Source: an optimization exercise on an open RTL-to-GDS flow (aim: a short achievable clock period and few clock cycles). Production flows keep margins and buffers that such runs may drop.
Only simulation tests tie the RTL to the original design; equivalence was not proved.
No activity file was given, so power comes from the tool's default toggle rates.

==> flow/design.v (outline; a module is shown in full before it is edited, if it fits) <==
// module rv_decoder: 181 lines
// module rv_alu: 131 lines
// module rv_eq32: 7 lines
// module rv_g_a21oi: 3 lines
// module rv_g_o21ai: 3 lines
// module rv_g_nand2: 3 lines
// module rv_g_nor2: 3 lines
// module rv_g_a22oi: 3 lines
// module rv_g_a222oi: 4 lines
// module rv_g_nand2r: 3 lines
// module rv_g_and2n: 3 lines
// module rv_g_nand3: 3 lines
// module rv_g_nand4: 3 lines
// module rv_g_inv: 3 lines
// module rv_g_xor2: 3 lines
// module rv_g_xnor2: 3 lines
// module rv_add: 59 lines
// module rv_regfile: 32 lines
// module rv_rf_read: 25 lines
// module rv_lsu: 155 lines
// module rv_mux2: 10 lines
// module rv_reg: 11 lines
// module rv_reg_r: 17 lines
// module rv_pcinc: 16 lines
// module rv_ftarget: 34 lines
// module rv_auipc_hi: 14 lines
// module rv_jrtarget: 18 lines
// module rv_sel5: 21 lines
// module rv_sel4: 18 lines
// module rv_fetch: 270 lines
// module rv_orsel31: 20 lines
// module rv_ctrl: 61 lines
// module rv_core: 358 lines
module rv_core #(
  parameter logic [31:0] boot_addr = 32'h0000_1000,
  parameter logic [31:0] trap_addr = 32'h0000_0100,
  parameter int unsigned num_req   = 3,
  parameter int unsigned num_loads = 4
) (
  input  logic        clk_i,
  input  logic        rst_i,
  output logic [31:0] inst_addr_o,
  input  logic [31:0] inst_data_i,
  output logic        inst_valid_o,
  input  logic        inst_ready_i,
  output logic [31:0] data_qaddr_o,
  output logic        data_qwrite_o,
  output logic [31:0] data_qdata_o,
  output logic [3:0]  data_qstrb_o,
  output logic        data_qvalid_o,
  input  logic        data_qready_i,
  input  logic [31:0] data_pdata_i,
  input  logic        data_pvalid_i
);
  // ...
==> flow/flow/run.sh <==
#!/bin/bash
# Standard layout, with timing repair aimed well below the design's period.
set -euo pipefail
bash standard.sh SETUP_SLACK_MARGIN=9.0 finish > flow_standard.log 2>&1
==> flow/standard.sh <==
#!/bin/bash
# synth_recipe.tcl (not shown) runs the flow's synth.tcl, then flattens the netlist and writes it again
# the make line also repeats each setting of config.mk as NAME=value (left out here)
make -C /OpenROAD-flow-scripts/flow DESIGN_CONFIG=/design/flow/config.mk WORK_HOME=/design/flow/orfs CLKGATE_MAP_FILE= SYNTH_SCRIPT=/design/flow/synth_recipe.tcl "${@:-finish}"
==> flow/config.mk <==
export PLATFORM = sky130hd
export DESIGN_NAME = rv_core
export DESIGN_NICKNAME = rv_core
export VERILOG_FILES = /design/flow/design.v
export SDC_FILE = /design/flow/constraint.sdc
export NUM_CORES = 8
export LEC_CHECK = 0
export ABC_CLOCK_PERIOD_IN_PS = 3500
export CAP_MARGIN = 20
export CORE_MARGIN = 2
export CORE_UTILIZATION = 60
export CTS_CLUSTER_DIAMETER = 120
export CTS_CLUSTER_SIZE = 24
export SLEW_MARGIN = 20
export SYNTH_HIERARCHICAL = 1
==> flow/constraint.sdc <==
create_clock -name core_clock -period 12.5 [get_ports {clk_i}]
set_input_delay 2.5000 -clock core_clock [delete_from_list [all_inputs] [get_ports {clk_i}]]
set_output_delay 2.5000 -clock core_clock [all_outputs]
set_load 0.01 [all_outputs]
==> results.txt, run 1 <==
outcome=complete, no violations; Hold Buf Count CTS=0; width of the die=478 µm; FF-to-FF path depth=9; CP Launch Type=flip-flop; uppermost layer routed=met5; critical path depth=9; WHS Path Cells=0; pre-CTS WS=6.47 ns; Post-Syn Area=0.135 mm²; Clock-cell share=1.75%; core area=0.224 mm²; Final Hold Viols=0; DP Area=0.140 mm²; Hold WC Path Type=reg -> reg; Clk network pwr share=10.6%; hold path endpoint=e_rd_oh_q[23]$_DFF_P_; comb pwr=23.2 mW; FF+latch area=0.0482 mm²; fin crit period=4.14 ns; Final setup viols=0; Slew headroom=7.18%; grt met3 use=24.2%; Critical Path Slowest Stage Cell=nor2_1; Syn. warnings=51; gr ovfl total=0; first-pass GRT wire length=890000 µm; Final Slew Violations=0; Starting DRT DRC Count=22579; buffering overhead=10.9%; clk sink count=2038; crit path capture=i_lsu.qd_q[1][26]$_DFFE_PP_; Clk Latency, worst-skew pair=0.89 ns; clk pwr=3.93 mW; Critical Path AT=4.71 ns; CP bufs+invs=1; post-CTS sizing=2361; # diodes=38; multi-input combinational cell area=0.0898 mm²; multi-input combinational area share=54.6%; vias in the first global route=117857
Testbench counts, summed over its fixed seeds: cycles 65,014.
==> module rv_lsu, before the edit <==
module rv_lsu #(
  parameter int unsigned num_req     = 3,   
  parameter int unsigned num_loads   = 4    
) (
  input  logic        clk_i,
  input  logic        rst_i,
  input  logic        req_valid_i,
  input  logic [31:0] req_addr_i,
  input  logic [31:0] req_wdata_i,
  input  logic        req_write_i,
  input  logic [1:0]  req_size_i,
  input  logic        req_is_signed_i,
  input  logic [4:0]  req_tag_i,
  output logic [num_req-1:0]   req_busy_o,
  output logic [num_loads-1:0] ld_busy_o,
  output logic        rsp_valid_o,
  output logic [4:0]  rsp_tag_o,
  output logic [31:0] rsp_data_o,
  output logic [31:0] data_qaddr_o,
  output logic        data_qwrite_o,
  output logic [31:0] data_qdata_o,
  output logic [3:0]  data_qstrb_o,
  output logic        data_qvalid_o,
  input  logic        data_qready_i,
  input  logic [31:0] data_pdata_i,
  input  logic        data_pvalid_i
);
  logic [num_req-1:0] qv_q;
  logic        qw_q [num_req];
  logic [29:0] qa_q [num_req];
  logic [3:0]  qs_q [num_req];
  logic [31:0] qd_q [num_req];
  logic [31:0] new_data;
  logic [3:0]  new_strb;
  logic        qpop;
  always_comb begin
    case (req_size_i)
      ls_byte: begin
        new_data = {4{req_wdata_i[7:0]}};
        new_strb = 4'b0001 << req_addr_i[1:0];
      end
      ls_half: begin
        new_data = {2{req_wdata_i[15:0]}};
        new_strb = 4'b0011 << req_addr_i[1:0];
      end
      default: begin
        new_data = req_wdata_i;
        new_strb = 4'b1111;
      end
    endcase
  end
  assign qpop = qv_q[0] && data_qready_i;
  always_ff @(posedge clk_i or posedge rst_i) begin
    if (rst_i) begin
      qv_q <= '0;
    end else begin
      for (int i = 0; i < num_req; i++) begin
        logic vs;
        logic vp;
        vs = qpop ? ((i + 1 < num_req) ? qv_q[(i+1) % num_req] : 1'b0) : qv_q[i];
        vp = (i == 0) ? 1'b1 : (qpop ? qv_q[i] : qv_q[(i+num_req-1) % num_req]);
        qv_q[i] <= vs || (req_valid_i && vp);
      end
    end
  end
  always_ff @(posedge clk_i) begin
    for (int i = 1; i < num_req; i++) begin
      logic vs;
      vs = qpop ? ((i + 1 < num_req) ? qv_q[(i+1) % num_req] : 1'b0) : qv_q[i];
      if (!vs) begin
        qw_q[i] <= req_write_i;
        qa_q[i] <= req_addr_i[31:2];
        qs_q[i] <= new_strb;
        qd_q[i] <= new_data;
      end else if (qpop && (i + 1 < num_req)) begin
        qw_q[i] <= qw_q[(i+1) % num_req];
        qa_q[i] <= qa_q[(i+1) % num_req];
        qs_q[i] <= qs_q[(i+1) % num_req];
        qd_q[i] <= qd_q[(i+1) % num_req];
      end
    end
  end
  logic [66:0] head_d;
  logic [66:0] head_q;
  logic        head_keep;
  assign head_keep = qpop ? qv_q[1] : qv_q[0];
  assign head_d    = !head_keep ? {req_write_i, req_addr_i[31:2], new_strb, new_data} :
                     qpop       ? {qw_q[1], qa_q[1], qs_q[1], qd_q[1]} :
                                  head_q;
  rv_reg #(.W(67)) i_head (.clk_i (clk_i), .d_i (head_d), .q_o (head_q));
  logic qv0_d;
  assign qv0_d = (qpop ? qv_q[1] : qv_q[0]) || req_valid_i;
  rv_reg_r #(.W(1), .RV(1'b0)) i_qv_out (.clk_i (clk_i), .rst_i (rst_i), .d_i (qv0_d),
                                         .q_o (data_qvalid_o));
  assign req_busy_o    = qv_q;
  assign data_qwrite_o = head_q[66];
  assign data_qaddr_o  = {head_q[65:36], 2'b00};
  assign data_qstrb_o  = head_q[35:32];
  assign data_qdata_o  = head_q[31:0];
  logic [num_loads-1:0] lv_q;
  logic [4:0]  lt_q  [num_loads];
  logic [1:0]  lz_q  [num_loads];
  logic        lg_q  [num_loads];
  logic [1:0]  lo_q  [num_loads];
  logic        lpush;
  logic        lpop;
  assign lpush = req_valid_i && !req_write_i;
  assign lpop  = data_pvalid_i;
  always_ff @(posedge clk_i or posedge rst_i) begin
    if (rst_i) begin
      lv_q <= '0;
    end else begin
      for (int i = 0; i < num_loads; i++) begin
        logic vs;
        logic vp;
        vs = lpop ? ((i + 1 < num_loads) ? lv_q[(i+1) % num_loads] : 1'b0) : lv_q[i];
        vp = (i == 0) ? 1'b1 : (lpop ? lv_q[i] : lv_q[(i+num_loads-1) % num_loads]);
        lv_q[i] <= vs || (lpush && vp);
      end
    end
  end
  always_ff @(posedge clk_i) begin
    for (int i = 0; i < num_loads; i++) begin
      logic vs;
      vs = lpop ? ((i + 1 < num_loads) ? lv_q[(i+1) % num_loads] : 1'b0) : lv_q[i];
      if (!vs) begin
        lt_q[i] <= req_tag_i;
        lz_q[i] <= req_size_i;
        lg_q[i] <= req_is_signed_i;
        lo_q[i] <= req_addr_i[1:0];
      end else if (lpop && (i + 1 < num_loads)) begin
        lt_q[i] <= lt_q[(i+1) % num_loads];
        lz_q[i] <= lz_q[(i+1) % num_loads];
        lg_q[i] <= lg_q[(i+1) % num_loads];
        lo_q[i] <= lo_q[(i+1) % num_loads];
      end
    end
  end
  assign ld_busy_o   = lv_q;
  assign rsp_valid_o = data_pvalid_i;
  assign rsp_tag_o   = lt_q[0];
  logic [31:0] rsp_shifted;
  logic        rsp_sign;
  logic [31:0] rsp_data;
  assign rsp_shifted = data_pdata_i >> {lo_q[0], 3'b000};
  assign rsp_sign    = lg_q[0];
  assign rsp_data_o  = rsp_data;
  always_comb begin
    case (lz_q[0])
      ls_byte: rsp_data = {{24{rsp_sign & rsp_shifted[7]}}, rsp_shifted[7:0]};
      ls_half: rsp_data = {{16{rsp_sign & rsp_shifted[15]}}, rsp_shifted[15:0]};
      default: rsp_data = rsp_shifted;
    endcase
  end
endmodule
==> module rv_fetch, before the edit <==
module rv_fetch #(
  parameter logic [31:0] boot_addr = 32'h0000_1000
) (
  input  logic        clk_i,
  input  logic        rst_i,
  input  logic [31:0] inst_data_i,
  input  logic        inst_ready_i,
  input  logic        redir_i,
  input  logic [31:0] redir_target_i,
  input  logic        s0_take_i,       
  output logic [31:0] pc_o,
  output logic        fetch_en_o,      
  output logic        fetch_on_o,      
  output logic        s0_v_o,
  output logic [31:0] s0_instr_o,
  output logic [31:0] s0_pc_o,
  output logic        s0_pt_o,
  output logic [31:0] s0_rs1_o,
  output logic [31:0] s0_rs2_o,
  output logic [31:0] s0_rd_o,
  output logic        s0_u1_o,
  output logic        s0_u2_o,
  output logic        s0_wl_o,
  output logic        s0_ld_o,
  output logic        s0_mem_o
);
  localparam int unsigned NQ = 4;
  logic        fetch_en_q;
  logic [31:0] pc_q;
  logic        f_pt;
  logic [31:0] f_b_tgt;
  logic [31:0] f_j_tgt;
  logic [18:0] b_p1, b_m1;
  logic [10:0] j_p1, j_m1;
  logic [19:0] u_p1, u_m1;
  logic [19:0] f_au_hi, f_au_hi_p1, f_au_hi_m1;
  logic [31:0] f_jr_tgt;
  logic        la_v_q;
  logic [4:0]  la_rd_q;
  logic [11:0] la_lo_q;
  logic [19:0] la_hi_q, la_hi_p1_q, la_hi_m1_q;
  logic        f_jr;
  assign f_jr = (inst_data_i[6:0] == opc_jalr) && (inst_data_i[14:12] == 3'b000) &&
                la_v_q && (inst_data_i[19:15] == la_rd_q);
  assign f_pt = (inst_data_i[6:0] == opc_jal) ||
                ((inst_data_i[6:0] == opc_branch) && inst_data_i[31] &&
                 (inst_data_i[14:13] != 2'b01)) ||
                f_jr;
  rv_pcinc i_pcinc (
    .pc_i   (pc_q),
    .b_p1_o (b_p1),
    .b_m1_o (b_m1),
    .j_p1_o (j_p1),
    .j_m1_o (j_m1),
    .u_p1_o (u_p1),
    .u_m1_o (u_m1)
  );
  rv_auipc_hi i_auipc_hi (
    .pc_i    (pc_q),
    .instr_i (inst_data_i),
    .u_p1_i  (u_p1),
    .u_m1_i  (u_m1),
    .hi_o    (f_au_hi),
    .hi_p1_o (f_au_hi_p1),
    .hi_m1_o (f_au_hi_m1)
  );
  rv_jrtarget i_jrtarget (
    .instr_i (inst_data_i),
    .lo_i    (la_lo_q),
    .hi_i    (la_hi_q),
    .hi_p1_i (la_hi_p1_q),
    .hi_m1_i (la_hi_m1_q),
    .tgt_o   (f_jr_tgt)
  );
  rv_ftarget i_ftarget (
    .pc_i     (pc_q),
    .instr_i  (inst_data_i),
    .b_p1_i   (b_p1),
    .b_m1_i   (b_m1),
    .j_p1_i   (j_p1),
    .j_m1_i   (j_m1),
    .b_tgt_o  (f_b_tgt),
    .j_tgt_o  (f_j_tgt)
  );
  logic        s0_v_q;
  logic [31:0] fq_instr_q [NQ];
  logic [31:0] fq_pc_q    [NQ];
  logic        fq_pt_q    [NQ];
  logic [1:0]  fq_rp_q;
  logic [1:0]  fq_wp_q;
  logic [2:0]  fq_cnt_q;
  logic        fq_any;
  logic        fq_room;
  logic        f_word;
  logic        f_take;
  logic        fq_push;
  logic        sel_ft;
  logic [31:0] pc_other;
  logic [31:0] pc_next;
  assign fq_any  = (fq_cnt_q != 3'd0);
  assign fq_room = (fq_cnt_q != 3'(NQ));
  assign f_word  = fetch_en_q && inst_ready_i && fq_room;
  assign f_take  = f_word && !redir_i;
  assign fq_push = f_word && !(s0_take_i && !fq_any);
  always_comb begin
    if (!fetch_en_q) begin
      pc_other = boot_addr;
    end else if (f_word) begin
      pc_other = pc_q + 32'd4;
    end else begin
      pc_other = pc_q;
    end
  end
  logic s_r, s_j, s_b, s_jr, s_o;
  assign sel_ft = f_word && f_pt;
  assign s_r    = redir_i;
  assign s_j    = !redir_i && sel_ft && inst_data_i[2] && inst_data_i[3];
  assign s_b    = !redir_i && sel_ft && !inst_data_i[2];
  assign s_jr   = !redir_i && sel_ft && inst_data_i[2] && !inst_data_i[3];
  assign s_o    = !redir_i && !sel_ft;
  rv_sel5 i_pc_sel (
    .s0_i (s_r),  .d0_i (redir_target_i),
    .s1_i (s_o),  .d1_i (pc_other),
    .s2_i (s_j),  .d2_i (f_j_tgt),
    .s3_i (s_b),  .d3_i (f_b_tgt),
    .s4_i (s_jr), .d4_i (f_jr_tgt),
    .y_o  (pc_next)
  );
  always_ff @(posedge clk_i or posedge rst_i) begin
    if (rst_i) begin
      la_v_q <= 1'b0;
    end else if (redir_i) begin
      la_v_q <= 1'b0;
    end else if (f_word) begin
      la_v_q <= (inst_data_i[6:0] == opc_auipc) && (inst_data_i[11:7] != 5'd0);
    end
  end
  always_ff @(posedge clk_i) begin
    if (f_word) begin
      la_rd_q    <= inst_data_i[11:7];
      la_lo_q    <= pc_q[11:0];
      la_hi_q    <= f_au_hi;
      la_hi_p1_q <= f_au_hi_p1;
      la_hi_m1_q <= f_au_hi_m1;
    end
  end
  always_ff @(posedge clk_i) begin
    pc_q <= pc_next;
  end
  rv_reg #(.W(32)) i_pc_out (.clk_i (clk_i), .d_i (pc_next), .q_o (pc_o));
  rv_reg_r #(.W(1), .RV(1'b0)) i_valid_out (.clk_i (clk_i), .rst_i (rst_i), .d_i (1'b1),
                                            .q_o (fetch_en_o));
  assign fetch_on_o = fetch_en_q;
  logic       s0_v_pre;
  logic [1:0] fq_rp_pre, fq_wp_pre;
  logic [2:0] fq_cnt_pre;
  logic [7:0] fq_st_pre;
  logic [7:0] fq_st_d;
  logic [2:0] cnt_11, cnt_10, cnt_01, cnt_00, cnt_1x, cnt_0x;
  logic [1:0] rp_1, wp_inc, wp_a, wp_fw;
  logic       v_fw;
  assign cnt_11 = fq_any ? fq_cnt_q          : 3'd0;
  assign cnt_10 = fq_any ? fq_cnt_q - 3'd1   : 3'd0;
  assign cnt_01 = fq_any ? fq_cnt_q + 3'd1   : 3'd1;
  assign cnt_00 = fq_cnt_q;
  assign rp_1   = fq_any ? fq_rp_q + 2'd1 : fq_rp_q;
  assign wp_inc = fq_wp_q + 2'd1;
  assign wp_a   = fq_any ? wp_inc : fq_wp_q;
  assign v_fw   = 1'b1;
  rv_mux2 #(.W(3)) i_cnt_1 (.s_i (f_word), .a_i (cnt_11), .b_i (cnt_10), .y_o (cnt_1x));
  rv_mux2 #(.W(3)) i_cnt_0 (.s_i (f_word), .a_i (cnt_01), .b_i (cnt_00), .y_o (cnt_0x));
  rv_mux2 #(.W(3)) i_cnt   (.s_i (s0_take_i), .a_i (cnt_1x), .b_i (cnt_0x), .y_o (fq_cnt_pre));
  rv_mux2 #(.W(2)) i_rp    (.s_i (s0_take_i), .a_i (rp_1), .b_i (fq_rp_q), .y_o (fq_rp_pre));
  rv_mux2 #(.W(2)) i_wp_fw (.s_i (s0_take_i), .a_i (wp_a), .b_i (wp_inc), .y_o (wp_fw));
  rv_mux2 #(.W(2)) i_wp    (.s_i (f_word), .a_i (wp_fw), .b_i (fq_wp_q), .y_o (fq_wp_pre));
  logic v_take;
  rv_mux2 #(.W(1)) i_v_take (.s_i (f_word), .a_i (v_fw), .b_i (fq_any), .y_o (v_take));
  rv_mux2 #(.W(1)) i_v      (.s_i (s0_take_i), .a_i (v_take), .b_i (s0_v_q), .y_o (s0_v_pre));
  assign fq_st_pre = {s0_v_pre, fq_rp_pre, fq_wp_pre, fq_cnt_pre};
  for (genvar k = 0; k < 8; k++) begin : g_clr
    rv_g_and2n u_clr (
      .a   (fq_st_pre[k]),
      .b_n (redir_i),
      .y   (fq_st_d[k])
    );
  end
  always_ff @(posedge clk_i or posedge rst_i) begin
    if (rst_i) begin
      fetch_en_q <= 1'b0;
      s0_v_q     <= 1'b0;
      fq_rp_q    <= '0;
      fq_wp_q    <= '0;
      fq_cnt_q   <= '0;
    end else begin
      fetch_en_q <= 1'b1;
      {s0_v_q, fq_rp_q, fq_wp_q, fq_cnt_q} <= fq_st_d;
    end
  end
  logic [31:0] s0_in_instr, s0_in_pc;
  logic        s0_in_pt;
  logic        pd_uses_rs1, pd_uses_rs2, pd_write_rd, pd_is_load, pd_is_store;
  logic [31:0] pd_rs1_oh, pd_rs2_oh, pd_rd_oh;
  assign s0_in_instr = fq_any ? fq_instr_q[fq_rp_q] : inst_data_i;
  assign s0_in_pc    = fq_any ? fq_pc_q[fq_rp_q]    : pc_q;
  assign s0_in_pt    = fq_any ? fq_pt_q[fq_rp_q]    : f_pt;
  rv_decoder i_predecode (
    .instr_i      (s0_in_instr),
    .sel_add_o    (),
    .sel_slt_o    (),
    .sel_xor_o    (),
    .sel_or_o     (),
    .sel_and_o    (),
    .sel_sll_o    (),
    .sel_srl_o    (),
    .sel_link_o   (),
    .sub_o        (),
    .cmp_signed_o (),
    .sra_o        (),
    .opb_imm_o    (),
    .opa_pc_o     (),
    .opa_zero_o   (),
    .imm_o        (),
    .bj_imm_o     (),
    .rd_o         (),
    .rs1_o        (),
    .rs2_o        (),
    .uses_rs1_o   (pd_uses_rs1),
    .uses_rs2_o   (pd_uses_rs2),
    .write_rd_o   (pd_write_rd),
    .is_branch_o  (),
    .is_jal_o     (),
    .is_jalr_o    (),
    .is_load_o    (pd_is_load),
    .is_store_o   (pd_is_store),
    .is_signed_o  (),
    .ls_size_o    (),
    .illegal_o    ()
  );
  always_comb begin
    pd_rs1_oh = 32'd1 << s0_in_instr[19:15];
    pd_rs2_oh = 32'd1 << s0_in_instr[24:20];
    pd_rd_oh  = 32'd1 << s0_in_instr[11:7];
    pd_rs1_oh[0] = 1'b0;
    pd_rs2_oh[0] = 1'b0;
    pd_rd_oh[0]  = 1'b0;
  end
  always_ff @(posedge clk_i) begin
    if (s0_take_i) begin
      s0_instr_o <= s0_in_instr;
      s0_pc_o    <= s0_in_pc;
      s0_pt_o    <= s0_in_pt;
      s0_rs1_o   <= pd_rs1_oh;
      s0_rs2_o   <= pd_rs2_oh;
      s0_rd_o    <= pd_rd_oh;
      s0_u1_o    <= pd_uses_rs1;
      s0_u2_o    <= pd_uses_rs2;
      s0_wl_o    <= pd_write_rd || pd_is_load;
      s0_ld_o    <= pd_is_load;
      s0_mem_o   <= pd_is_load || pd_is_store;
    end
    for (int i = 0; i < NQ; i++) begin
      if (f_word && (fq_wp_q == 2'(i))) begin
        fq_instr_q[i] <= inst_data_i;
        fq_pc_q[i]    <= pc_q;
        fq_pt_q[i]    <= f_pt;
      end
    end
  end
  assign s0_v_o = s0_v_q;
endmodule
==> module rv_ctrl, before the edit <==
module rv_ctrl #(
  parameter int unsigned num_req   = 3,
  parameter int unsigned num_loads = 4
) (
  input  logic [31:0] s0_rs1_i,
  input  logic [31:0] s0_rs2_i,
  input  logic [31:0] s0_rd_i,
  input  logic        s0_u1_i,
  input  logic        s0_u2_i,
  input  logic        s0_wl_i,
  input  logic        s0_ld_i,
  input  logic        s0_mem_i,
  input  logic        is_store_i,
  input  logic [4:0]  rs1_i,
  input  logic [4:0]  rs2_i,
  input  logic [4:0]  s0_rd_idx_i,
  input  logic [31:0] sb_i,
  input  logic [4:0]  rsp_tag_i,
  input  logic [num_req-1:0]   req_busy_i,
  input  logic [num_loads-1:0] ld_busy_i,
  input  logic        e_fwd_i,
  input  logic [4:0]  e_rd_i,
  input  logic        fix_i,
  output logic        stall_n_o,      
  output logic        stall_r_o,      
  output logic        e_hit1_o,
  output logic        e_hit2_o,
  output logic        t_hit1_o,       
  output logic        t_hit2_o,
  output logic [31:0] rsp_oh_o
);
  logic [31:0] rsp_oh;
  logic        busy1, busy2, busyd;
  logic        m1, m2, md;
  logic        agu_n, agu_r;
  logic        other;
  always_comb begin
    rsp_oh    = 32'd1 << rsp_tag_i;
    rsp_oh[0] = 1'b0;
  end
  assign rsp_oh_o = rsp_oh;
  rv_orsel31 i_busy1 (.sel_i (s0_rs1_i), .v_i (sb_i), .y_o (busy1));
  rv_orsel31 i_busy2 (.sel_i (s0_rs2_i), .v_i (sb_i), .y_o (busy2));
  rv_orsel31 i_busyd (.sel_i (s0_rd_i),  .v_i (sb_i), .y_o (busyd));
  assign m1 = (rsp_tag_i == rs1_i);
  assign m2 = (rsp_tag_i == rs2_i);
  assign md = (rsp_tag_i == s0_rd_idx_i);
  assign e_hit1_o = e_fwd_i && (e_rd_i == rs1_i);
  assign e_hit2_o = e_fwd_i && (e_rd_i == rs2_i);
  assign t_hit1_o = (rsp_tag_i != 5'd0) && m1;
  assign t_hit2_o = (rsp_tag_i != 5'd0) && m2;
  assign agu_n = s0_mem_i && (e_hit1_o || (is_store_i && e_hit2_o));
  assign agu_r = agu_n || (s0_mem_i && t_hit1_o);
  assign other = (s0_mem_i && req_busy_i[num_req-1]) ||
                 (s0_ld_i && ld_busy_i[num_loads-1]) ||
                 fix_i;
  assign stall_n_o = (s0_u1_i && busy1) || (s0_u2_i && busy2) || (s0_wl_i && busyd) ||
                     agu_n || other;
  assign stall_r_o = (s0_u1_i && busy1 && !m1) || (s0_u2_i && busy2 && !m2) ||
                     (s0_wl_i && busyd && !md) || agu_r || other;
endmodule
==> run 2: changes to the inputs <==
--- a/flow/design.v
+++ b/flow/design.v
@@ -373,2 +373,8 @@
 endmodule
+module rv_zero32 (
+  input  logic [31:0] a_i,
+  output logic        z_o
+);
+  assign z_o = (a_i == 32'd0);
+endmodule
 module rv_eq32 (
@@ -558,2 +564,8 @@
   input  logic [4:0]  req_tag_i,
+  input  logic        req_pend_i,      
+  input  logic [2:0]  req_wid_i,
+  output logic [2:0]  lid_push_o,      
+  input  logic        kill_i,
+  input  logic [4:0]  kill_tag_i,
+  output logic        rsp_dead_o,
   output logic [num_req-1:0]   req_busy_o,
@@ -562,3 +574,4 @@
   output logic [4:0]  rsp_tag_o,
-  output logic [31:0] rsp_data_o,
+  output logic [31:0] rsp_data_o,      
+  output logic [31:0] rsp_fwd_o,       
   output logic [31:0] data_qaddr_o,
@@ -572,2 +585,4 @@
 );
+  logic [2:0]  lid_pop_q;           
+  logic [2:0]  lid_push_q;          
   logic [num_req-1:0] qv_q;
@@ -577,2 +592,5 @@
   logic [31:0] qd_q [num_req];
+  logic        qp_q [num_req];
+  logic [2:0]  qi_q [num_req];
+  logic [1:0]  qz_q [num_req];
   logic [31:0] new_data;
@@ -580,29 +598,51 @@
   logic        qpop;
+  logic [31:0] rsp_data;
+  logic [66:0] head_d;
+  logic [66:0] head_q;
+  logic        head_keep;
+  rv_stfmt i_fmt_new (.x_i (req_wdata_i), .sz_i (req_size_i), .y_o (new_data));
   always_comb begin
     case (req_size_i)
-      ls_byte: begin
-        new_data = {4{req_wdata_i[7:0]}};
-        new_strb = 4'b0001 << req_addr_i[1:0];
-      end
-      ls_half: begin
-        new_data = {2{req_wdata_i[15:0]}};
-        new_strb = 4'b0011 << req_addr_i[1:0];
-      end
-      default: begin
-        new_data = req_wdata_i;
-        new_strb = 4'b1111;
-      end
+      ls_byte: new_strb = 4'b0001 << req_addr_i[1:0];
+      ls_half: new_strb = 4'b0011 << req_addr_i[1:0];
+      default: new_strb = 4'b1111;
     endcase
   end
-  assign qpop = qv_q[0] && data_qready_i;
+  logic        qp_e [num_req];
+  logic [31:0] qd_e [num_req];
+  for (genvar g = 0; g < num_req; g++) begin : g_fill
+    logic        fill;
+    logic [31:0] fdata;
+    rv_stfmt i_fmt (.x_i (rsp_data), .sz_i (qz_q[g]), .y_o (fdata));
+    assign fill    = data_pvalid_i && qp_q[g] && (qi_q[g] == lid_pop_q);
+    assign qp_e[g] = qp_q[g] && !fill;
+    if (g == 0) begin : g_h
+      assign qd_e[g] = fill ? fdata : head_q[31:0];
+    end else begin : g_t
+      assign qd_e[g] = fill ? fdata : qd_q[g];
+    end
+  end
+  assign qpop = data_qvalid_o && data_qready_i;
+  logic [num_req-1:0] qv_d;
+  always_comb begin
+    for (int i = 0; i < num_req; i++) begin
+      logic vs;
+      logic vp;
+      vs = qpop ? ((i + 1 < num_req) ? qv_q[(i+1) % num_req] : 1'b0) : qv_q[i];
+      vp = (i == 0) ? 1'b1 : (qpop ? qv_q[i] : qv_q[(i+num_req-1) % num_req]);
+      qv_d[i] = vs || (req_valid_i && vp);
+    end
+  end
   always_ff @(posedge clk_i or posedge rst_i) begin
     if (rst_i) begin
-      qv_q <= '0;
+      qv_q       <= '0;
+      lid_pop_q  <= '0;
+      lid_push_q <= '0;
     end else begin
-      for (int i = 0; i < num_req; i++) begin
-        logic vs;
-        logic vp;
-        vs = qpop ? ((i + 1 < num_req) ? qv_q[(i+1) % num_req] : 1'b0) : qv_q[i];
-        vp = (i == 0) ? 1'b1 : (qpop ? qv_q[i] : qv_q[(i+num_req-1) % num_req]);
-        qv_q[i] <= vs || (req_valid_i && vp);
+      qv_q <= qv_d;
+      if (data_pvalid_i) begin
+        lid_pop_q <= lid_pop_q + 3'd1;
+      end
+      if (req_valid_i && !req_write_i) begin
+        lid_push_q <= lid_push_q + 3'd1;
       end
@@ -611,3 +651,3 @@
   always_ff @(posedge clk_i) begin
-    for (int i = 1; i < num_req; i++) begin
+    for (int i = 0; i < num_req; i++) begin
       logic vs;
@@ -615,11 +655,26 @@
       if (!vs) begin
-        qw_q[i] <= req_write_i;
-        qa_q[i] <= req_addr_i[31:2];
-        qs_q[i] <= new_strb;
-        qd_q[i] <= new_data;
+        qp_q[i] <= req_pend_i;
+        qi_q[i] <= req_wid_i;
+        qz_q[i] <= req_size_i;
+        if (i != 0) begin
+          qw_q[i] <= req_write_i;
+          qa_q[i] <= req_addr_i[31:2];
+          qs_q[i] <= new_strb;
+          qd_q[i] <= new_data;
+        end
       end else if (qpop && (i + 1 < num_req)) begin
-        qw_q[i] <= qw_q[(i+1) % num_req];
-        qa_q[i] <= qa_q[(i+1) % num_req];
-        qs_q[i] <= qs_q[(i+1) % num_req];
-        qd_q[i] <= qd_q[(i+1) % num_req];
+        qp_q[i] <= qp_e[(i+1) % num_req];
+        qi_q[i] <= qi_q[(i+1) % num_req];
+        qz_q[i] <= qz_q[(i+1) % num_req];
+        if (i != 0) begin
+          qw_q[i] <= qw_q[(i+1) % num_req];
+          qa_q[i] <= qa_q[(i+1) % num_req];
+          qs_q[i] <= qs_q[(i+1) % num_req];
+          qd_q[i] <= qd_e[(i+1) % num_req];
+        end
+      end else begin
+        qp_q[i] <= qp_e[i];
+        if (i != 0) begin
+          qd_q[i] <= qd_e[i];
+        end
       end
@@ -627,12 +682,11 @@
   end
-  logic [66:0] head_d;
-  logic [66:0] head_q;
-  logic        head_keep;
   assign head_keep = qpop ? qv_q[1] : qv_q[0];
   assign head_d    = !head_keep ? {req_write_i, req_addr_i[31:2], new_strb, new_data} :
-                     qpop       ? {qw_q[1], qa_q[1], qs_q[1], qd_q[1]} :
-                                  head_q;
+                     qpop       ? {qw_q[1], qa_q[1], qs_q[1], qd_e[1]} :
+                                  {head_q[66:32], qd_e[0]};
   rv_reg #(.W(67)) i_head (.clk_i (clk_i), .d_i (head_d), .q_o (head_q));
   logic qv0_d;
-  assign qv0_d = (qpop ? qv_q[1] : qv_q[0]) || req_valid_i;
+  logic qp0_d;
+  assign qp0_d = !head_keep ? req_pend_i : (qpop ? qp_e[1] : qp_e[0]);
+  assign qv0_d = qv_d[0] && !qp0_d;
   rv_reg_r #(.W(1), .RV(1'b0)) i_qv_out (.clk_i (clk_i), .rst_i (rst_i), .d_i (qv0_d),
@@ -640,2 +694,3 @@
   assign req_busy_o    = qv_q;
+  assign lid_push_o    = lid_push_q;
   assign data_qwrite_o = head_q[66];
@@ -649,2 +704,3 @@
   logic [1:0]  lo_q  [num_loads];
+  logic        ld_q  [num_loads];    
   logic        lpush;
@@ -675,2 +731,3 @@
         lo_q[i] <= req_addr_i[1:0];
+        ld_q[i] <= 1'b0;
       end else if (lpop && (i + 1 < num_loads)) begin
@@ -680,2 +737,6 @@
         lo_q[i] <= lo_q[(i+1) % num_loads];
+        ld_q[i] <= ld_q[(i+1) % num_loads] ||
+                   (kill_i && (lt_q[(i+1) % num_loads] == kill_tag_i));
+      end else begin
+        ld_q[i] <= ld_q[i] || (kill_i && (lt_q[i] == kill_tag_i));
       end
@@ -686,13 +747,54 @@
   assign rsp_tag_o   = lt_q[0];
-  logic [31:0] rsp_shifted;
-  logic        rsp_sign;
-  logic [31:0] rsp_data;
-  assign rsp_shifted = data_pdata_i >> {lo_q[0], 3'b000};
-  assign rsp_sign    = lg_q[0];
-  assign rsp_data_o  = rsp_data;
+  assign rsp_dead_o  = ld_q[0];
+  logic [1:0] nh_off;
+  logic [1:0] nh_size;
+  logic       nh_sign;
+  logic       nh_keep;
+  logic [7:0] ctl_d;
+  logic [7:0] ctl_q;
+  assign nh_keep = lpop ? lv_q[1] : lv_q[0];
+  assign nh_off  = !nh_keep ? req_addr_i[1:0] : (lpop ? lo_q[1] : lo_q[0]);
+  assign nh_size = !nh_keep ? req_size_i      : (lpop ? lz_q[1] : lz_q[0]);
+  assign nh_sign = !nh_keep ? req_is_signed_i : (lpop ? lg_q[1] : lg_q[0]);
+  assign ctl_d   = {nh_sign,
+                    nh_size == ls_byte, nh_size == ls_half,
+                    nh_size != ls_byte && nh_size != ls_half,
+                    nh_off == 2'd3, nh_off == 2'd2, nh_off == 2'd1, nh_off == 2'd0};
+  rv_reg #(.W(8)) i_ctl (.clk_i (clk_i), .d_i (ctl_d), .q_o (ctl_q));
+  rv_align #(.COPY(0)) i_al_q  (.p_i (data_pdata_i), .ctl_i (ctl_q), .y_o (rsp_data));
+  rv_align #(.COPY(1)) i_al_rf (.p_i (data_pdata_i), .ctl_i (ctl_q), .y_o (rsp_data_o));
+  rv_align #(.COPY(2)) i_al_fw (.p_i (data_pdata_i), .ctl_i (ctl_q), .y_o (rsp_fwd_o));
+endmodule
+module rv_align #(
+  parameter int unsigned COPY = 0
+) (
+  input  logic [31:0] p_i,
+  input  logic [7:0]  ctl_i,      
+  output logic [31:0] y_o
+);
+  logic       c_sign, c_b, c_h, c_w;
+  logic [3:0] c_o;
+  logic [7:0] byte0, byte1;
+  logic       msb;
+  logic [31:0] ext;
+  assign {c_sign, c_b, c_h, c_w, c_o} = ctl_i;
+  assign byte0 = ({8{c_o[0]}} & p_i[7:0])   | ({8{c_o[1]}} & p_i[15:8]) |
+                 ({8{c_o[2]}} & p_i[23:16]) | ({8{c_o[3]}} & p_i[31:24]);
+  assign byte1 = ({8{c_o[0]}} & p_i[15:8])  | ({8{c_o[2]}} & p_i[31:24]);
+  assign msb   = c_b ? byte0[7] : byte1[7];
+  assign ext   = {32{c_sign && msb}};
+  assign y_o[7:0]   = byte0;
+  assign y_o[15:8]  = c_b ? ext[15:8] : (c_w ? p_i[15:8] : byte1);
+  assign y_o[31:16] = c_w ? p_i[31:16] : ext[31:16];
+endmodule
+module rv_stfmt (
+  input  logic [31:0] x_i,
+  input  logic [1:0]  sz_i,
+  output logic [31:0] y_o
+);
   always_comb begin
-    case (lz_q[0])
-      ls_byte: rsp_data = {{24{rsp_sign & rsp_shifted[7]}}, rsp_shifted[7:0]};
-      ls_half: rsp_data = {{16{rsp_sign & rsp_shifted[15]}}, rsp_shifted[15:0]};
-      default: rsp_data = rsp_shifted;
+    case (sz_i)
+      ls_byte: y_o = {4{x_i[7:0]}};
+      ls_half: y_o = {2{x_i[15:0]}};
+      default: y_o = x_i;
     endcase
@@ -845,2 +947,9 @@
 endmodule
+module rv_add2 (
+  input  logic [1:0] a_i,
+  input  logic [1:0] b_i,
+  output logic [1:0] s_o
+);
+  assign s_o = a_i + b_i;
+endmodule
 module rv_sel4 (
@@ -871,4 +980,13 @@
   input  logic        redir_i,
+  input  logic        keep_s0_i,       
   input  logic [31:0] redir_target_i,
   input  logic        s0_take_i,       
+  output logic [31:0] s0n_rs1_oh_o,
+  output logic [31:0] s0n_rs2_oh_o,
+  output logic [4:0]  s0n_rs1_o,
+  output logic [4:0]  s0n_rs2_o,
+  output logic [31:0] s0n_instr_o,
+  output logic [31:0] s0n_pc_o,
+  output logic        s0n_pt_o,
+  output logic        s0n_v_o,
   output logic [31:0] pc_o,
@@ -887,5 +1005,9 @@
   output logic        s0_ld_o,
-  output logic        s0_mem_o
+  output logic        s0_mem_o,
+  output logic        s0_st_o,
+  output logic [1:0]  s0_imlo_o,       
+  output logic        s0_szh_o,        
+  output logic        s0_szw_o         
 );
-  localparam int unsigned NQ = 4;
+  localparam int unsigned NQ = 6;
   logic        fetch_en_q;
@@ -951,4 +1073,2 @@
   logic        fq_pt_q    [NQ];
-  logic [1:0]  fq_rp_q;
-  logic [1:0]  fq_wp_q;
   logic [2:0]  fq_cnt_q;
@@ -966,3 +1086,3 @@
   assign f_take  = f_word && !redir_i;
-  assign fq_push = f_word && !(s0_take_i && !fq_any);
+  assign fq_push = f_word;
   always_comb begin
@@ -1017,17 +1137,10 @@
   logic       s0_v_pre;
-  logic [1:0] fq_rp_pre, fq_wp_pre;
   logic [2:0] fq_cnt_pre;
-  logic [7:0] fq_st_pre;
-  logic [7:0] fq_st_d;
+  logic [3:0] fq_st_pre;
+  logic [3:0] fq_st_d;
   logic [2:0] cnt_11, cnt_10, cnt_01, cnt_00, cnt_1x, cnt_0x;
-  logic [1:0] rp_1, wp_inc, wp_a, wp_fw;
-  logic       v_fw;
-  assign cnt_11 = fq_any ? fq_cnt_q          : 3'd0;
+  assign cnt_11 = fq_any ? fq_cnt_q          : 3'd1;
   assign cnt_10 = fq_any ? fq_cnt_q - 3'd1   : 3'd0;
-  assign cnt_01 = fq_any ? fq_cnt_q + 3'd1   : 3'd1;
+  assign cnt_01 = fq_cnt_q + 3'd1;
   assign cnt_00 = fq_cnt_q;
-  assign rp_1   = fq_any ? fq_rp_q + 2'd1 : fq_rp_q;
-  assign wp_inc = fq_wp_q + 2'd1;
-  assign wp_a   = fq_any ? wp_inc : fq_wp_q;
-  assign v_fw   = 1'b1;
   rv_mux2 #(.W(3)) i_cnt_1 (.s_i (f_word), .a_i (cnt_11), .b_i (cnt_10), .y_o (cnt_1x));
@@ -1035,10 +1148,5 @@
   rv_mux2 #(.W(3)) i_cnt   (.s_i (s0_take_i), .a_i (cnt_1x), .b_i (cnt_0x), .y_o (fq_cnt_pre));
-  rv_mux2 #(.W(2)) i_rp    (.s_i (s0_take_i), .a_i (rp_1), .b_i (fq_rp_q), .y_o (fq_rp_pre));
-  rv_mux2 #(.W(2)) i_wp_fw (.s_i (s0_take_i), .a_i (wp_a), .b_i (wp_inc), .y_o (wp_fw));
-  rv_mux2 #(.W(2)) i_wp    (.s_i (f_word), .a_i (wp_fw), .b_i (fq_wp_q), .y_o (fq_wp_pre));
-  logic v_take;
-  rv_mux2 #(.W(1)) i_v_take (.s_i (f_word), .a_i (v_fw), .b_i (fq_any), .y_o (v_take));
-  rv_mux2 #(.W(1)) i_v      (.s_i (s0_take_i), .a_i (v_take), .b_i (s0_v_q), .y_o (s0_v_pre));
-  assign fq_st_pre = {s0_v_pre, fq_rp_pre, fq_wp_pre, fq_cnt_pre};
-  for (genvar k = 0; k < 8; k++) begin : g_clr
+  rv_mux2 #(.W(1)) i_v     (.s_i (s0_take_i), .a_i (fq_any), .b_i (s0_v_q), .y_o (s0_v_pre));
+  assign fq_st_pre = {s0_v_pre, fq_cnt_pre};
+  for (genvar k = 0; k < 3; k++) begin : g_clr
     rv_g_and2n u_clr (
@@ -1049,2 +1157,5 @@
   end
+  logic clr_s0;
+  assign clr_s0 = redir_i && !keep_s0_i;
+  rv_g_and2n u_clr_s0 (.a (fq_st_pre[3]), .b_n (clr_s0), .y (fq_st_d[3]));
   always_ff @(posedge clk_i or posedge rst_i) begin
@@ -1053,4 +1164,2 @@
       s0_v_q     <= 1'b0;
-      fq_rp_q    <= '0;
-      fq_wp_q    <= '0;
       fq_cnt_q   <= '0;
@@ -1058,3 +1167,3 @@
       fetch_en_q <= 1'b1;
-      {s0_v_q, fq_rp_q, fq_wp_q, fq_cnt_q} <= fq_st_d;
+      {s0_v_q, fq_cnt_q} <= fq_st_d;
     end
@@ -1065,5 +1174,27 @@
   logic [31:0] pd_rs1_oh, pd_rs2_oh, pd_rd_oh;
-  assign s0_in_instr = fq_any ? fq_instr_q[fq_rp_q] : inst_data_i;
-  assign s0_in_pc    = fq_any ? fq_pc_q[fq_rp_q]    : pc_q;
-  assign s0_in_pt    = fq_any ? fq_pt_q[fq_rp_q]    : f_pt;
+  assign s0_in_instr = fq_instr_q[0];
+  assign s0_in_pc    = fq_pc_q[0];
+  assign s0_in_pt    = fq_pt_q[0];
+  logic [63:0] head_oh_d, head_oh_q, oh_pop, oh_hold;
+  logic [31:0] ip, ih;
+  assign ip = fq_pop[0][64:33];
+  assign ih = fq_hold[0][64:33];
+  always_comb begin
+    oh_pop  = {32'd1 << ip[19:15], 32'd1 << ip[24:20]};
+    oh_hold = {32'd1 << ih[19:15], 32'd1 << ih[24:20]};
+    oh_pop[32]  = 1'b0;
+    oh_pop[0]   = 1'b0;
+    oh_hold[32] = 1'b0;
+    oh_hold[0]  = 1'b0;
+  end
+  rv_mux2 #(.W(64)) i_head_oh_sel (.s_i (s0_take_i), .a_i (oh_pop), .b_i (oh_hold), .y_o (head_oh_d));
+  rv_reg #(.W(64)) i_head_oh (.clk_i (clk_i), .d_i (head_oh_d), .q_o (head_oh_q));
+  assign s0n_rs1_oh_o = head_oh_q[63:32];
+  assign s0n_rs2_oh_o = head_oh_q[31:0];
+  assign s0n_rs1_o    = s0_in_instr[19:15];
+  assign s0n_instr_o  = s0_in_instr;
+  assign s0n_pc_o     = s0_in_pc;
+  assign s0n_pt_o     = s0_in_pt;
+  assign s0n_v_o      = fq_any;
+  assign s0n_rs2_o    = s0_in_instr[24:20];
   rv_decoder i_predecode (
@@ -1113,6 +1244,3 @@
       s0_pc_o    <= s0_in_pc;
-      s0_pt_o    <= s0_in_pt;
-      s0_rs1_o   <= pd_rs1_oh;
-      s0_rs2_o   <= pd_rs2_oh;
-      s0_rd_o    <= pd_rd_oh;
+      s0_pt_o    <= s0_in_pt && !keep_s0_i;
       s0_u1_o    <= pd_uses_rs1;
@@ -1122,12 +1250,35 @@
       s0_mem_o   <= pd_is_load || pd_is_store;
+      s0_st_o    <= pd_is_store;
+      s0_imlo_o  <= pd_is_store ? s0_in_instr[8:7] : s0_in_instr[21:20];
+      s0_szh_o   <= (s0_in_instr[13:12] == 2'b01);
+      s0_szw_o   <= (s0_in_instr[13:12] == 2'b10);
     end
-    for (int i = 0; i < NQ; i++) begin
-      if (f_word && (fq_wp_q == 2'(i))) begin
-        fq_instr_q[i] <= inst_data_i;
-        fq_pc_q[i]    <= pc_q;
-        fq_pt_q[i]    <= f_pt;
-      end
+  end
+  localparam int unsigned FW = 65;
+  logic [FW-1:0] fq_e    [NQ];
+  logic [FW-1:0] fq_pop  [NQ];
+  logic [FW-1:0] fq_hold [NQ];
+  logic [FW-1:0] fq_next [NQ];
+  logic [FW-1:0] f_new;
+  assign f_new = {inst_data_i, pc_q, f_pt};
+  for (genvar g = 0; g < NQ; g++) begin : g_fq
+    logic [FW-1:0] nxt;
+    if (g + 1 < NQ) begin : g_n
+      assign nxt = fq_e[g+1];
+    end else begin : g_l
+      assign nxt = fq_e[g];
     end
+    assign fq_hold[g] = (f_word && (fq_cnt_q == 3'(g)))     ? f_new : fq_e[g];
+    assign fq_pop[g]  = !fq_any ? fq_hold[g] :
+                        (f_word && (fq_cnt_q == 3'(g + 1))) ? f_new : nxt;
+    rv_mux2 #(.W(FW)) i_sel (.s_i (s0_take_i), .a_i (fq_pop[g]), .b_i (fq_hold[g]), .y_o (fq_next[g]));
+    rv_reg  #(.W(FW)) i_ent (.clk_i (clk_i), .d_i (fq_next[g]), .q_o (fq_e[g]));
+    assign {fq_instr_q[g], fq_pc_q[g], fq_pt_q[g]} = fq_e[g];
   end
   assign s0_v_o = s0_v_q;
+  logic [95:0] s0_sel_d;
+  logic [95:0] s0_sel_q;
+  assign s0_sel_d = s0_take_i ? {head_oh_q, pd_rd_oh} : s0_sel_q;
+  rv_reg #(.W(96)) i_s0_sel (.clk_i (clk_i), .d_i (s0_sel_d), .q_o (s0_sel_q));
+  assign {s0_rs1_o, s0_rs2_o, s0_rd_o} = s0_sel_q;
 endmodule
@@ -1171,2 +1322,3 @@
   input  logic [4:0]  rsp_tag_i,
+  input  logic        rsp_live_i,    
   input  logic [num_req-1:0]   req_busy_i,
@@ -1182,3 +1334,5 @@
   output logic        t_hit2_o,
-  output logic [31:0] rsp_oh_o
+  output logic [31:0] rsp_oh_o,
+  output logic        busy1_o,
+  output logic        busy2_o
 );
@@ -1194,2 +1348,4 @@
   assign rsp_oh_o = rsp_oh;
+  assign busy1_o  = busy1;
+  assign busy2_o  = busy2;
   rv_orsel31 i_busy1 (.sel_i (s0_rs1_i), .v_i (sb_i), .y_o (busy1));
@@ -1197,5 +1353,5 @@
   rv_orsel31 i_busyd (.sel_i (s0_rd_i),  .v_i (sb_i), .y_o (busyd));
-  assign m1 = (rsp_tag_i == rs1_i);
-  assign m2 = (rsp_tag_i == rs2_i);
-  assign md = (rsp_tag_i == s0_rd_idx_i);
+  assign m1 = rsp_live_i && (rsp_tag_i == rs1_i);
+  assign m2 = rsp_live_i && (rsp_tag_i == rs2_i);
+  assign md = rsp_live_i && (rsp_tag_i == s0_rd_idx_i);
   assign e_hit1_o = e_fwd_i && (e_rd_i == rs1_i);
@@ -1209,6 +1365,5 @@
                  fix_i;
-  assign stall_n_o = (s0_u1_i && busy1) || (s0_u2_i && busy2) || (s0_wl_i && busyd) ||
-                     agu_n || other;
-  assign stall_r_o = (s0_u1_i && busy1 && !m1) || (s0_u2_i && busy2 && !m2) ||
-                     (s0_wl_i && busyd && !md) || agu_r || other;
+  assign stall_n_o = (s0_u1_i && busy1) || (s0_u2_i && busy2 && !is_store_i) || agu_n || other;
+  assign stall_r_o = (s0_u1_i && busy1 && !m1) || (s0_u2_i && busy2 && !m2 && !is_store_i) ||
+                     agu_r || other;
 endmodule
@@ -1240,5 +1395,11 @@
   logic        s0_take;
+  logic [31:0] s0n_rs1_oh, s0n_rs2_oh;
+  logic [4:0]  s0n_rs1, s0n_rs2;
+  logic [31:0] s0n_instr, s0n_pc;
+  logic        s0n_pt, s0n_v;
   logic        s0_v;
   logic [31:0] s0_instr, s0_pc, s0_rs1, s0_rs2, s0_rd;
-  logic        s0_pt, s0_u1, s0_u2, s0_wl, s0_ld, s0_mem;
+  logic        s0_pt, s0_u1, s0_u2, s0_wl, s0_ld, s0_mem, s0_st;
+  logic [1:0]  s0_imlo;
+  logic        s0_szh, s0_szw;
   assign inst_valid_o = fetch_en;
@@ -1252,4 +1413,13 @@
     .redir_i        (redir),
+    .keep_s0_i      (h_redir),
     .redir_target_i (redir_target),
     .s0_take_i      (s0_take),
+    .s0n_rs1_oh_o   (s0n_rs1_oh),
+    .s0n_rs2_oh_o   (s0n_rs2_oh),
+    .s0n_rs1_o      (s0n_rs1),
+    .s0n_rs2_o      (s0n_rs2),
+    .s0n_instr_o    (s0n_instr),
+    .s0n_pc_o       (s0n_pc),
+    .s0n_pt_o       (s0n_pt),
+    .s0n_v_o        (s0n_v),
     .pc_o           (inst_addr_o),
@@ -1268,3 +1438,7 @@
     .s0_ld_o        (s0_ld),
-    .s0_mem_o       (s0_mem)
+    .s0_mem_o       (s0_mem),
+    .s0_st_o        (s0_st),
+    .s0_imlo_o      (s0_imlo),
+    .s0_szh_o       (s0_szh),
+    .s0_szw_o       (s0_szw)
   );
@@ -1328,2 +1502,4 @@
   logic        e_is_auipc_q, e_jr_ok_q;
+  logic [31:0] e_negimm_q;
+  logic        e_addimm_q;
   logic        e_write_q, e_illegal_q;
@@ -1338,2 +1514,4 @@
   logic        e_redir;
+  logic        er_q;
+  logic [31:0] er_tgt_q;
   logic [31:0] e_target;
@@ -1341,3 +1519,6 @@
   logic [4:0]  rsp_tag;
+  logic        rsp_dead;
+  logic        rsp_live;
   logic [31:0] rsp_data;
+  logic [31:0] rsp_fwd;
   logic [31:0] rsp_oh;
@@ -1350,2 +1531,4 @@
   logic        stall_n, stall_r;
+  logic        d_busy1;
+  logic        d_busy2;
   logic        e_hit1, e_hit2, t_hit1, t_hit2;
@@ -1363,3 +1546,3 @@
     .s0_mem_i   (s0_mem),
-    .is_store_i (dc_is_store),
+    .is_store_i (s0_st),
     .rs1_i      (dc_rs1),
@@ -1369,2 +1552,3 @@
     .rsp_tag_i  (rsp_tag),
+    .rsp_live_i (!rsp_dead),
     .req_busy_i (req_busy),
@@ -1380,3 +1564,5 @@
     .t_hit2_o   (t_hit2),
-    .rsp_oh_o   (rsp_oh)
+    .rsp_oh_o   (rsp_oh),
+    .busy1_o    (d_busy1),
+    .busy2_o    (d_busy2)
   );
@@ -1395,8 +1581,37 @@
   rv_mux2 #(.W(1)) i_take (.s_i (data_pvalid_i), .a_i (take_r), .b_i (take_n), .y_o (s0_take));
-  assign d_issue      = s0_v && !kill_pending && !d_stall;
-  assign d_killed     = s0_v && !fix_q && (kill_pending || (!d_stall && e_skip));
-  assign r_hit1       = data_pvalid_i && t_hit1;
-  assign r_hit2       = data_pvalid_i && t_hit2;
-  assign redir        = e_redir || fix_q;
-  assign redir_target = fix_q ? fix_pc_q : e_target;
+  assign d_issue      = s0_v && !kill_pending && !d_stall && !er_q;
+  assign d_killed     = s0_v && !fix_q && !er_q && (kill_pending || (!d_stall && e_skip));
+  assign rsp_live     = data_pvalid_i && !rsp_dead;
+  assign r_hit1       = rsp_live && t_hit1;
+  assign r_hit2       = rsp_live && t_hit2;
+  logic d_wkill;
+  assign d_wkill = d_issue && !e_kill && s0_wl && (dc_rd != 5'd0) && !d_misaligned;
+  logic d_br0, d_known, d_zero, e_zero, d_taken, d_mis, d_redir;
+  rv_eq32 i_e_zero (.a_i (e_opa_q), .b_i (e_negimm_q), .eq_o (e_zero));
+  assign d_br0   = dc_is_branch && s0_pt && (s0_instr[14:13] == 2'b00) && (dc_rs2 == 5'd0);
+  assign d_known = d_br0 && e_hit1 && e_addimm_q;
+  assign d_zero  = e_zero;
+  assign d_taken = s0_instr[12] ? !d_zero : d_zero;
+  assign d_mis   = d_known && !d_taken;
+  assign d_redir = s0_v && !kill_pending && d_mis && !er_q;
+  logic [31:0] s0_negimm_q;
+  logic        e_may_kill_q;    
+  logic        h_br0, h_addi, h_zero, h_taken, h_redir;
+  logic [31:0] h_pc4;
+  always_ff @(posedge clk_i) begin
+    if (s0_take) begin
+      s0_negimm_q <= -{{20{s0n_instr[31]}}, s0n_instr[31:20]};
+    end
+  end
+  rv_eq32 i_h_zero (.a_i (rf_a), .b_i (s0_negimm_q), .eq_o (h_zero));
+  assign h_br0   = s0n_v && s0n_pt && (s0n_instr[6:0] == opc_branch) &&
+                   (s0n_instr[14:13] == 2'b00) && (s0n_instr[24:20] == 5'd0) &&
+                   (s0n_instr[19:15] == dc_rd);
+  assign h_addi  = dc_sel_add && !dc_sub && dc_opb_imm && dc_write_rd && (dc_rd != 5'd0) &&
+                   !dc_opa_zero && !dc_opa_pc && !e_hit1 && !r_hit1;
+  assign h_taken = s0n_instr[12] ? !h_zero : h_zero;
+  assign h_redir = h_br0 && h_addi && !h_taken && d_issue && !(ev_q && e_may_kill_q);
+  assign h_pc4   = s0n_pc + 32'd4;
+  assign redir        = er_q || fix_q || d_redir || h_redir;
+  assign redir_target = fix_q ? fix_pc_q : (er_q ? er_tgt_q : (d_redir ? d_pc4 : h_pc4));
   always_ff @(posedge clk_i or posedge rst_i) begin
@@ -1405,3 +1620,5 @@
       fix_q      <= 1'b0;
+      er_q       <= 1'b0;
     end else begin
+      er_q <= e_redir;
       if (e_redir) begin
@@ -1416,2 +1633,3 @@
     fix_pc_q <= d_pc4;
+    er_tgt_q <= e_target;
   end
@@ -1421,11 +1639,37 @@
     .clr_i     (!fetch_on),
-    .rsel_a_i  (s0_rs1),
-    .rsel_b_i  (s0_rs2),
+    .rsel_a_i  (s0n_rs1_oh),
+    .rsel_b_i  (s0n_rs2_oh),
     .wsel0_i   ((ev_q && e_write_q && !e_illegal_q) ? e_rd_oh_q : 32'd0),
     .wdata0_i  (e_result_rf),
-    .wsel1_i   (data_pvalid_i ? rsp_oh : 32'd0),
+    .wsel1_i   (rsp_live ? rsp_oh : 32'd0),
     .wdata1_i  (rsp_data),
-    .rdata_a_o (rf_a),
-    .rdata_b_o (rf_b)
+    .rdata_a_o (rd_a),
+    .rdata_b_o (rd_b)
   );
+  logic [31:0] rd_a, rd_b;
+  logic        ew_n1, ew_n2, ew_c1, ew_c2, rw_n1, rw_n2, rw_c1, rw_c2;
+  logic [31:0] cap_a, cap_b;
+  logic        e_wr;
+  assign e_wr  = ev_q && e_write_q && !e_illegal_q;
+  assign ew_n1 = e_wr && (e_rd_q == s0n_rs1);
+  assign ew_n2 = e_wr && (e_rd_q == s0n_rs2);
+  assign ew_c1 = e_wr && (e_rd_q == dc_rs1);
+  assign ew_c2 = e_wr && (e_rd_q == dc_rs2);
+  assign rw_n1 = rsp_live && (rsp_tag == s0n_rs1) && (s0n_rs1 != 5'd0);
+  assign rw_n2 = rsp_live && (rsp_tag == s0n_rs2) && (s0n_rs2 != 5'd0);
+  assign rw_c1 = rsp_live && (rsp_tag == dc_rs1) && (dc_rs1 != 5'd0);
+  assign rw_c2 = rsp_live && (rsp_tag == dc_rs2) && (dc_rs2 != 5'd0);
+  logic [31:0] na_r, nb_r, na, nb, ha_r, hb_r, ha, hb;
+  rv_mux2 #(.W(32)) i_na_r (.s_i (rw_n1), .a_i (rsp_fwd), .b_i (rd_a), .y_o (na_r));
+  rv_mux2 #(.W(32)) i_nb_r (.s_i (rw_n2), .a_i (rsp_fwd), .b_i (rd_b), .y_o (nb_r));
+  rv_mux2 #(.W(32)) i_na_e (.s_i (ew_n1), .a_i (e_result_rf), .b_i (na_r), .y_o (na));
+  rv_mux2 #(.W(32)) i_nb_e (.s_i (ew_n2), .a_i (e_result_rf), .b_i (nb_r), .y_o (nb));
+  rv_mux2 #(.W(32)) i_ha_r (.s_i (rw_c1), .a_i (rsp_fwd), .b_i (rf_a), .y_o (ha_r));
+  rv_mux2 #(.W(32)) i_hb_r (.s_i (rw_c2), .a_i (rsp_fwd), .b_i (rf_b), .y_o (hb_r));
+  rv_mux2 #(.W(32)) i_ha_e (.s_i (ew_c1), .a_i (e_result_rf), .b_i (ha_r), .y_o (ha));
+  rv_mux2 #(.W(32)) i_hb_e (.s_i (ew_c2), .a_i (e_result_rf), .b_i (hb_r), .y_o (hb));
+  rv_mux2 #(.W(32)) i_cap_a (.s_i (s0_take), .a_i (na), .b_i (ha), .y_o (cap_a));
+  rv_mux2 #(.W(32)) i_cap_b (.s_i (s0_take), .a_i (nb), .b_i (hb), .y_o (cap_b));
+  rv_reg #(.W(32)) i_s0_a (.clk_i (clk_i), .d_i (cap_a), .q_o (rf_a));
+  rv_reg #(.W(32)) i_s0_b (.clk_i (clk_i), .d_i (cap_b), .q_o (rf_b));
   logic [31:0] opa_early, opb_early;
@@ -1438,4 +1682,4 @@
   assign opb_early = dc_opb_imm ? dc_imm : rf_b;
-  rv_mux2 #(.W(32)) i_opa_r (.s_i (r_hit1 && opa_reg), .a_i (rsp_data), .b_i (opa_early), .y_o (opa_r));
-  rv_mux2 #(.W(32)) i_opb_r (.s_i (r_hit2 && opb_reg), .a_i (rsp_data), .b_i (opb_early), .y_o (opb_r));
+  rv_mux2 #(.W(32)) i_opa_r (.s_i (r_hit1 && opa_reg), .a_i (rsp_fwd), .b_i (opa_early), .y_o (opa_r));
+  rv_mux2 #(.W(32)) i_opb_r (.s_i (r_hit2 && opb_reg), .a_i (rsp_fwd), .b_i (opb_early), .y_o (opb_r));
   rv_mux2 #(.W(32)) i_opa_e (.s_i (e_hit1 && opa_reg), .a_i (e_result), .b_i (opa_r), .y_o (opa_d));
@@ -1448,12 +1692,8 @@
   rv_add #(.W(32)) i_agu (.a_i (rf_a), .b_i (dc_imm), .s_o (d_addr), .co_o (d_addr_co), .con_o ());
-  rv_mux2 #(.W(32)) i_wdata (.s_i (r_hit2), .a_i (rsp_data), .b_i (rf_b), .y_o (d_wdata));
-  always_comb begin
-    case (dc_ls_size)
-      ls_half: d_misaligned = d_addr[0];
-      ls_word: d_misaligned = (d_addr[1:0] != 2'b00);
-      default: d_misaligned = 1'b0;
-    endcase
-    d_misaligned = d_misaligned && (dc_is_load || dc_is_store);
-  end
-  assign d_req = d_issue && (dc_is_load || dc_is_store) && !d_misaligned && !e_kill;
+  rv_mux2 #(.W(32)) i_wdata (.s_i (r_hit2), .a_i (rsp_fwd), .b_i (rf_b), .y_o (d_wdata));
+  logic [1:0] d_addr_lo;
+  rv_add2 i_agu_lo (.a_i (rf_a[1:0]), .b_i (s0_imlo), .s_o (d_addr_lo));
+  assign d_misaligned = s0_mem && ((s0_szh && d_addr_lo[0]) ||
+                                   (s0_szw && (d_addr_lo != 2'b00)));
+  assign d_req = d_issue && s0_mem && !d_misaligned && !e_kill;
   always_ff @(posedge clk_i or posedge rst_i) begin
@@ -1482,3 +1722,5 @@
     e_is_branch_q  <= dc_is_branch;
-    e_pt_q         <= s0_pt;
+    e_pt_q         <= d_known ? d_taken : s0_pt;
+    e_negimm_q     <= -dc_imm;
+    e_addimm_q     <= dc_sel_add && !dc_sub && dc_opb_imm && dc_write_rd;
     e_near_q       <= dc_is_branch && !s0_pt && d_near;
@@ -1486,2 +1728,3 @@
     e_is_jalr_q    <= dc_is_jalr;
+    e_may_kill_q   <= dc_is_branch || dc_is_jalr || dc_illegal || d_misaligned;
     e_is_auipc_q   <= (s0_instr[6:0] == opc_auipc);
@@ -1529,2 +1772,20 @@
   );
+  logic [2:0] lid_push;
+  logic [2:0] reg_lid_q [1:31];
+  logic       d_st_pend;
+  logic [2:0] d_st_wid;
+  always_ff @(posedge clk_i) begin
+    for (int i = 1; i < 32; i++) begin
+      if (d_req && dc_is_load && s0_rd[i]) begin
+        reg_lid_q[i] <= lid_push;
+      end
+    end
+  end
+  always_comb begin
+    d_st_wid = '0;
+    for (int i = 1; i < 32; i++) begin
+      d_st_wid = d_st_wid | ({3{s0_rs2[i]}} & reg_lid_q[i]);
+    end
+  end
+  assign d_st_pend = dc_is_store && d_busy2 && !r_hit2;
   always_ff @(posedge clk_i or posedge rst_i) begin
@@ -1535,5 +1796,8 @@
       sb_d = sb_q;
-      if (data_pvalid_i) begin
+      if (rsp_live) begin
         sb_d = sb_d & ~rsp_oh;
       end
+      if (d_wkill && !dc_is_load) begin
+        sb_d = sb_d & ~s0_rd;
+      end
       if (d_req && dc_is_load) begin
@@ -1557,2 +1821,8 @@
     .req_tag_i       (dc_rd),
+    .req_pend_i      (d_st_pend),
+    .req_wid_i       (d_st_wid),
+    .lid_push_o      (lid_push),
+    .kill_i          (d_wkill),
+    .kill_tag_i      (dc_rd),
+    .rsp_dead_o      (rsp_dead),
     .req_busy_o      (req_busy),
@@ -1562,2 +1832,3 @@
     .rsp_data_o      (rsp_data),
+    .rsp_fwd_o       (rsp_fwd),
     .data_qaddr_o    (data_qaddr_o),
--- a/flow/config.mk
+++ b/flow/config.mk
@@ -10,5 +10,3 @@
 export CORE_MARGIN = 2
-export CORE_UTILIZATION = 60
-export CTS_CLUSTER_DIAMETER = 120
-export CTS_CLUSTER_SIZE = 24
+export CORE_UTILIZATION = 52
 export SLEW_MARGIN = 20
==> results.txt, run 2 <==
final wirelength=816000 µm (was 677000 µm); hold path endpoint=e_rd_oh_q[4]$_DFF_P_ (was e_rd_oh_q[23]$_DFF_P_); first-pass GRT wire length=1050000 µm (was 890000 µm); outcome=finished with violations (was complete, no violations); post-DP HPWL=458000 µm (was 388000 µm); GRT Util Overall=43.6% (was 53.8%); grt met3 use=15.7% (was 24.2%); CTS buffer count=299 (was 97); Hold WC Path Type=reg -> reg (unchanged); Worst-path clk slew=0.07 ns (was 0.11 ns); share of post-route cells with drive strength above 1=39.6% (was 39.3%); Critical Path AT=5.01 ns (was 4.71 ns); Post-Syn Area=0.171 mm² (was 0.135 mm²); Final Hold Viols=0 (unchanged); FMAX=240 MHz (was 242 MHz); fin crit period=4.17 ns (was 4.14 ns); Avg Cell Area, Syn=9.71 µm² (was 10.0 µm²); SO Faults=max-capacitance violations, max-slew violations; Syn. warnings=86 (was 51); setup TNS=0 ns (unchanged); CTS tree=built (unchanged); WHS Path Cells=0 (unchanged); clk sink count=2520 (was 2038); DR vias=155081 (was 129000); width of the die=577 µm (was 478 µm); biggest regs=i_regfile.regs_q: 992 flops, i_fetch.g_fq.i_ent.q_o: 390 flops (was i_regfile.regs_q: 992 flops, i_fetch.fq_instr_q: 128 flops, i_fetch.fq_pc_q: 128 flops); maxcap violations=1 (was 0); Clk Latency, worst-skew pair=1.02 ns (was 0.89 ns); Critical Path Slowest Stage Cell=nor2_1 (unchanged); FF-to-FF path depth=8 (was 9); P per Cell Area=228 mW/mm² (was 226 mW/mm²); DRC viols=0 (unchanged); CP bufs+invs=1 (unchanged); Die H=577 µm (was 478 µm); Fillers=26326 (was 15346); Reg2Reg Setup Slack=8.33 ns (was 8.36 ns); Post-Syn Instances=17604 (was 13485); Worst EP required=13.34 ns (was 13.08 ns); vias in the first global route=137862 (was 117857); CP Launch Type=flip-flop (unchanged); H-tree Lvls=5 (was 3); core area=0.327 mm² (was 0.224 mm²); Final setup viols=0 (unchanged); Slew headroom=-5.57% (was 7.18%); gr ovfl total=0 (unchanged); Final Slew Violations=5 (was 0); Worst-Margin Slew=1.58 ns (was 1.39 ns); Starting DRT DRC Count=22568 (was 22579); critical path class=reg -> reg (unchanged)
run 2: cell count changes in the layout (fill, tap and decap cells not counted), sizes merged, moves of 105 or more:
| cell | change |
|---|---|
| clkbuf | +340 |
| mux2i | +318 |
| nand2 | +635 |
| a21oi | +264 |
| nor2 | +362 |
| mux2 | +925 |
| xnor2 | +105 |
| edfxtp | -279 |
| inv | +256 |
| dfxtp | +758 |
run 2: repair_timing:
action                      CTS  global route
pin swaps                   151           270
setup buffers               370           329
cloned                      127           146
gates resized for setup    1961          1605
setup endpoints to repair  2480          2145
hold buffers                  0             0
run 2: worst max-delay path by stage:
stage                                           start                                   end  depth (start not counted)
floorplan                               data_pvalid_i       i_fetch.i_pc_out.q_o[0]$_DFF_P_                          9
global placement                        data_pvalid_i  i_fetch.g_fq[4].i_ent.q_o[9]$_DFF_P_                          6
detailed placement                      data_pvalid_i  i_fetch.g_fq[4].i_ent.q_o[9]$_DFF_P_                          6
CTS                      i_lsu.i_qv_out.q_o$_DFF_PP0_                         data_qvalid_o                          1
global route          i_fetch.s0_instr_o[2]$_DFFE_PP_       i_fetch.i_pc_out.q_o[3]$_DFF_P_                         18
finish              i_fetch.i_head_oh.q_o[34]$_DFF_P_                i_s0_a.q_o[10]$_DFF_P_                          8
run 2: cell type report:
class | count | area (µm²) | share of cell area, %
Multi-Input combinational cell | 13071 | 116000 | 55.3
Timing Repair inverter | 2 | 13.8 | 0.00657
Timing Repair Buffer | 1511 | 20100 | 9.62
Antenna cell | 34 | 85.1 | 0.0406
Sequential cell | 2520 | 55100 | 26.3
Inverter | 702 | 2990 | 1.43
Clock buffer | 442 | 8670 | 4.14
Clock inverter | 98 | 1060 | 0.509
Tap cell | 4346 | 5440 | 2.60
run 2: metal layers:
metal / vias to the layer above / wire length (µm)
li1: 64580 / -
met1: 75693 / 311000
met2: 11612 / 317000
met3: 3159 / 122000
met4: 37 / 65300
met5: - / 1260
run 2: power by group:
group | leakage [nW] | internal (mW) | total, mW | switching (mW)
Sequential | 21.8 | 10.5 | 13.2 | 2.64
Clock | 4.75 | 5.14 | 9.03 | 3.89
Combinational | 53.5 | 9.89 | 25.5 | 15.6
run 2: per-stage QoR:
| step | std cells | power [mW] | setup slack [ns] | instance area (µm²) |
|---|---|---|---|---|
| 2_1_floorplan | 17609 | 26.6 | 7.01 | 175000 |
| 3_3_place_gp | 21176 | 33.5 | 6.21 | 175000 |
| 3_5_place_dp | 21178 | 33.7 | 6.20 | 175000 |
| 4_1_cts | 22215 | 44.7 | 8.47 | 197000 |
| 5_1_grt | 22695 | 48.8 | 8.41 | 209000 |
| 6_report | 22726 | 47.7 | 8.33 | 209000 |
Testbench counts of run 2, summed over its fixed seeds: cycles 63,391.

==> port drivers added, routing unchanged <==
Ports are ideal in the flow. The routed layouts listed here were re-timed in OpenROAD. Step 1 (the two cells are an assumption about what drives the block):
set clk [get_ports {clk_i}]
set_driving_cell -lib_cell sky130_fd_sc_hd__clkbuf_16 $clk
set_driving_cell -lib_cell sky130_fd_sc_hd__buf_2 [delete_from_list [all_inputs] $clk]
Step 2 also shifts input and output timing later by t, the mid clock arrival at the registers, as if the neighbouring blocks saw the same clock. a / b / c = ideal ports / drivers / drivers and shift; a / b = the first two.
run | shift t [ns] | setup WS [ns] | worst setup path at the end | cell pins on the clock port's net
run 1 | 0.942 | 8.363 / 8.363 / 7.566 | input to register | 1
run 2 | 1.078 | 8.327 / 8.327 / 7.407 | input to register | 1
The setup slack of run 2, which loses most, moves by 0.000 ns with the drivers and by -0.920 ns with both steps.
